What follows belongs to an exercise in optimizing a design on an open flow for small area, a short achievable clock period and few clock cycles per item; a production flow would make more cautious choices. Only simulation tests tie the RTL to the original design; equivalence was not proved.

## trial 63
Design valu_seq, start of the top module:
module valu_seq
#(
  parameter int vdw_p    = 32,
  parameter int op_len_p = 2,
  parameter int vlen_p   = 16,
  parameter int vregs_p  = 8
) (
  input  logic                         clk_i,
  input  logic                         reset_n_i,
  input  logic                         cmd_v_i,
  output logic                         cmd_ready_o,
  input  logic [op_len_p-1:0]          cmd_op_i,
  input  logic [$clog2(vlen_p+1)-1:0]  cmd_len_i,
  input  logic [$clog2(vregs_p)-1:0]   cmd_vd_i,
  input  logic [$clog2(vregs_p)-1:0]   cmd_vs1_i,
  input  logic [$clog2(vregs_p)-1:0]   cmd_vs2_i,
  output logic                         rd_v_o,
  output logic [$clog2(vregs_p)-1:0]   rd_reg_a_o,
  output logic [$clog2(vregs_p)-1:0]   rd_reg_b_o,
  output logic [$clog2(vlen_p)-1:0]    rd_el_o,
  input  logic [vdw_p-1:0]             rd_a_i,
  input  logic [vdw_p-1:0]             rd_b_i,
  output logic                         wr_v_o,
  output logic [$clog2(vregs_p)-1:0]   wr_reg_o,
  output logic [$clog2(vlen_p)-1:0]    wr_el_o,
  output logic [vdw_p-1:0]             wr_data_o,
  output logic                         done_o,
  output logic                         flag_overflow_o,
  output logic                         flag_zero_o,
  output logic                         flag_negative_o
);
Size: roughly 140 I/O pins.
export LEC_CHECK = 0
export CAP_MARGIN = 20
export CORE_MARGIN = 2
export CORE_UTILIZATION = 45
export SLEW_MARGIN = 20
create_clock -name core_clock -period 11.5 [get_ports {clk_i}]
standard.sh (not shown) runs the stock make flow with config.mk's settings and CLKGATE_MAP_FILE= SYNTH_SCRIPT=/design/flow/synth_recipe.tcl, a recipe that flattens the netlist after the stock synthesis.
==> flow/flow/run.sh <==
#!/bin/bash
set -euo pipefail
export SETUP_SLACK_MARGIN=8.0
bash standard.sh > standard_finish.log 2>&1
Testbench counts of trial 63, summed over its fixed seeds: cycles 8,665, items 5,408.
### trial 63 -> trial 84
==> flow/flow/run.sh <==
#!/bin/bash
set -euo pipefail
export SETUP_SLACK_MARGIN=7.5
bash standard.sh > standard_finish.log 2>&1
--- outcome ---
Trial 84 and trial 63 ended up with nearly the same area after synthesis.
Trial 84 vs. trial 63: post-place instance area shrank by 0.85%; number of buffers other than clock buffers in the final layout shrank by 51; critical path data required time held steady.

========
## lane 1
Another version of the RTL of valu_seq (not shown whole).
Size: about 1600 cells after synthesis, roughly 140 I/O pins, about 0.016 mm² of cells after synthesis.
Design valu_seq, start of the top module:
module valu_seq
#(
  parameter int vdw_p    = 32,
  parameter int op_len_p = 2,
  parameter int vlen_p   = 16,
  parameter int vregs_p  = 8
) (
  input  logic                         clk_i,
  input  logic                         reset_n_i,
  input  logic                         cmd_v_i,
  output logic                         cmd_ready_o,
  input  logic [op_len_p-1:0]          cmd_op_i,
  input  logic [$clog2(vlen_p+1)-1:0]  cmd_len_i,
  input  logic [$clog2(vregs_p)-1:0]   cmd_vd_i,
  input  logic [$clog2(vregs_p)-1:0]   cmd_vs1_i,
  input  logic [$clog2(vregs_p)-1:0]   cmd_vs2_i,
  output logic                         rd_v_o,
  output logic [$clog2(vregs_p)-1:0]   rd_reg_a_o,
  output logic [$clog2(vregs_p)-1:0]   rd_reg_b_o,
  output logic [$clog2(vlen_p)-1:0]    rd_el_o,
  input  logic [vdw_p-1:0]             rd_a_i,
  input  logic [vdw_p-1:0]             rd_b_i,
  output logic                         wr_v_o,
  output logic [$clog2(vregs_p)-1:0]   wr_reg_o,
  output logic [$clog2(vlen_p)-1:0]    wr_el_o,
  output logic [vdw_p-1:0]             wr_data_o,
  output logic                         done_o,
  output logic                         flag_overflow_o,
  output logic                         flag_zero_o,
  output logic                         flag_negative_o
);
  localparam int LW = $clog2(vlen_p+1);
  localparam int EW = $clog2(vlen_p);
  localparam int RW = $clog2(vregs_p);
  logic          busy_q, rdv_q, nrdy_q, l0_q, mul_q, sub_q;
  logic [1:0]    bub_q, j_q;
  logic [EW-1:0] el_q;
  logic [RW-1:0] vd_q, vs1_q, vs2_q;
  logic          accept, go, fin_it, finish;
  logic          busy_n, l0_n, mul_n;
  logic [1:0]    bub_n, j_n;
  logic [EW-1:0] el_n;
  assign cmd_ready_o = ~nrdy_q;
  assign accept      = cmd_v_i & ~nrdy_q;
  assign rd_v_o      = rdv_q;
  assign rd_reg_a_o  = vs1_q;
  assign rd_reg_b_o  = vs2_q;
  assign rd_el_o     = el_q;
  assign go     = busy_q & (bub_q == 2'd0);
  assign fin_it = ~mul_q | (j_q == 2'd3);
  assign finish = go & (l0_q | ((el_q == '0) & fin_it));
  always_comb begin
    busy_n = busy_q;
    bub_n  = bub_q;
  ...
clock: 11.5 ns
lec_check: 0
cap_margin: 20
core_margin: 2
core_utilization: 45
slew_margin: 20
tns_end_percent: 0
==> flow/flow/run.sh <==
#!/bin/bash
# The standard layout (standard.sh) with two changes to how it is made:
#  - ORFS's repair_timing is asked for extra setup slack beyond the clock
#    constraint (SETUP_SLACK_MARGIN, ns), so it keeps improving paths that
#    already meet the constraint;
#  - the port buffers that ORFS's buffer_ports puts on every input and
#    output use a plain buffer cell (buf_1) instead of its default choice.
# Constraints, clock period and all steps are the standard flow's.
set -euo pipefail
export SETUP_SLACK_MARGIN=8.0
export BUFFER_PORTS_ARGS="-buffer_cell sky130_fd_sc_hd__buf_1"
bash standard.sh > standard_finish.log 2>&1
Looking at the reports, lane 1 completed the entire flow and the layout it produced met the timing, design-rule and antenna checks.
Testbench counts of lane 1, summed over its fixed seeds: cycles 8,665, items 5,408.
For lane 2, these inputs were changed with respect to lane 1:
# lane 1
export LEC_CHECK = 0
export CAP_MARGIN = 20
export CORE_MARGIN = 2
export CORE_UTILIZATION = 45
export SLEW_MARGIN = 20
export TNS_END_PERCENT = 0
create_clock -name core_clock -period 11.5 [get_ports {clk_i}]
# lane 2
export LEC_CHECK = 0
export CAP_MARGIN = 20
export CORE_MARGIN = 2
export CORE_UTILIZATION = 45
export SLEW_MARGIN = 20
create_clock -name core_clock -period 11.5 [get_ports {clk_i}]
diff --git a/flow/flow/run.sh b/flow/flow/run.sh
--- a/flow/flow/run.sh
+++ b/flow/flow/run.sh
@@ -9,3 +9,3 @@
 set -euo pipefail
-export SETUP_SLACK_MARGIN=8.0
+export SETUP_SLACK_MARGIN=8.5
 export BUFFER_PORTS_ARGS="-buffer_cell sky130_fd_sc_hd__buf_1"
- Having completed the whole flow, lane 2 delivered a layout that passed the timing, design-rule and antenna checks.
- When the final numbers for lane 2 and lane 1 were put side by side, the routed wire length turned out to be greater in lane 2.
- In lane 2 the global-route usage turned out 1.9 points higher than in lane 1.
- Lane 1 leaves less setup margin than lane 2.
Relative to lane 2, the following input files were edited for lane 3:
==> flow/flow/run.sh <==
#!/bin/bash
# The standard layout (standard.sh), with ORFS's repair_timing asked
# for extra setup slack beyond the clock constraint (SETUP_SLACK_MARGIN,
# in ns). Constraints, clock and steps are the standard flow's.
set -euo pipefail
export SETUP_SLACK_MARGIN=8.0
bash standard.sh > standard_finish.log 2>&1
==> comparison <==
- Lane 2 → lane 3: final worst slack went up by 0.057 ns, final cell count went down by 95.
- Side by side, count of clock-buffer cells in the layout turned out higher in lane 3 than in lane 2.
- Lane 3 vs lane 2: portion of the layout cell area used by non-clock buffers down
- Against lane 2 as the reference, lane 3 delivers a higher diode insertion count for antenna repair.
- Lane 2 → lane 3: final cell area excluding filler cells went down; average detailed-routed wire length per instance went down; detailed-route wire length went down.
- Multi-input logic portion of the cell area across lane 2 and lane 3: no real change.
- On total via count in the routed design, the higher figure sits with lane 2, not lane 3.
For lane 4, these inputs were changed with respect to lane 3:
# lane 3
export LEC_CHECK = 0
export CAP_MARGIN = 20
export CORE_MARGIN = 2
export CORE_UTILIZATION = 45
export SLEW_MARGIN = 20
create_clock -name core_clock -period 11.5 [get_ports {clk_i}]
# lane 4
export LEC_CHECK = 0
export CAP_MARGIN = 20
export CORE_MARGIN = 2
export CORE_UTILIZATION = 45
export SLEW_MARGIN = 20
export TNS_END_PERCENT = 3
create_clock -name core_clock -period 11.5 [get_ports {clk_i}]
==> flow/flow/run.sh <==
#!/bin/bash
# The standard layout (standard.sh) with two changes to how it is made:
#  - ORFS's repair_timing is asked for extra setup slack beyond the clock
#    constraint (SETUP_SLACK_MARGIN, ns), so it keeps improving paths that
#    already meet the constraint;
#  - the port buffers that ORFS's buffer_ports puts on every input and
#    output use a plain buffer cell (buf_1) instead of its default choice.
# Constraints, clock period and all steps are the standard flow's.
set -euo pipefail
export SETUP_SLACK_MARGIN=8.0
export BUFFER_PORTS_ARGS="-buffer_cell sky130_fd_sc_hd__buf_1"
bash standard.sh > standard_finish.log 2>&1
--- outcome ---
Worst setup path startpoint = x_hinit: lane 3; worst setup path startpoint = two_q[0]: lane 4. Compared with lane 3, in lane 4 number of non-clock buffers in the layout has decreased; met3 track demand over resource dropped 0.20 points; worst reg-to-reg path cell count up 1. Lane 4: worst setup slack lower than lane 3.
Input-level comparison between lane 5 and lane 4:
# lane 4
export LEC_CHECK = 0
export CAP_MARGIN = 20
export CORE_MARGIN = 2
export CORE_UTILIZATION = 45
export SLEW_MARGIN = 20
export TNS_END_PERCENT = 3
create_clock -name core_clock -period 11.5 [get_ports {clk_i}]
# lane 5
export LEC_CHECK = 0
export CAP_MARGIN = 20
export CORE_MARGIN = 2
export CORE_UTILIZATION = 45
export CTS_BUF_LIST = sky130_fd_sc_hd__clkbuf_4 sky130_fd_sc_hd__clkbuf_8
export SLEW_MARGIN = 20
create_clock -name core_clock -period 11.5 [get_ports {clk_i}]
Highest-delay cell along the critical path = fa_2: lane 5; highest-delay cell along the critical path = fa_1: lane 4
Met1 track demand over resource in global routing: lane 5 vs lane 4 down 1.1 points
Lane 4 has lower worst slack after detailed placement than lane 5.
Delta (lane 5 minus lane 4): routed wire length grew by 2000 µm; achievable clock frequency shrank by 2.1 MHz.
Latest clock arrival within the worst-skew pair for lane 5: 0.04 ns up relative to lane 4
Delta (lane 5 minus lane 4): portion of the clock cycle consumed by the worst path in the final layout went up, level count of the clock H-tree went up.
In lane 5 relative to lane 4, non-clock buffer count had gone up by more than 10%.
Looking at wire length of the first global-routing pass across both flows, lane 5 is the weaker of the two, with lane 4 ahead.
Number of enable flip-flop cells after synthesis essentially unchanged between lane 5 and lane 4.

[what the ideal ports hide]
Ports are ideal in the flow. The routed layouts listed here were re-timed in OpenROAD.
Step 1 assumes that a clkbuf_16 drives the clock port and a buf_2 every other input.
Step 2 times the ports against the registers' clock, not the clock port: input delays grow and output delays shrink by t, the midpoint of the rising clock arrivals with the driver on.
a / b / c = no drivers / after step 1 / after step 2; a / b = the first two.
run | shift t [ns] | slack for setup (ns) | worst slew at a driven data input, ns
trial 63 | 0.581 | 7.614 / 7.614 / 7.563 | 0.04
trial 84 | 0.581 | 7.558 / 7.525 / 7.231 | 0.04
lane 1 | 0.570 | 7.734 / 7.734 / 7.538 | 0.04
lane 2 | 0.591 | 7.762 / 7.762 / 7.762 | 0.06
lane 3 | 0.595 | 7.819 / 7.819 / 7.533 | 0.05
lane 4 | 0.570 | 7.734 / 7.734 / 7.538 | 0.04
lane 5 | 0.605 | 7.704 / 7.704 / 7.625 | 0.04
After both steps every run listed still meets setup and hold. The setup slack of trial 84, which loses most, moves by -0.033 ns with the drivers and by -0.327 ns with both steps.
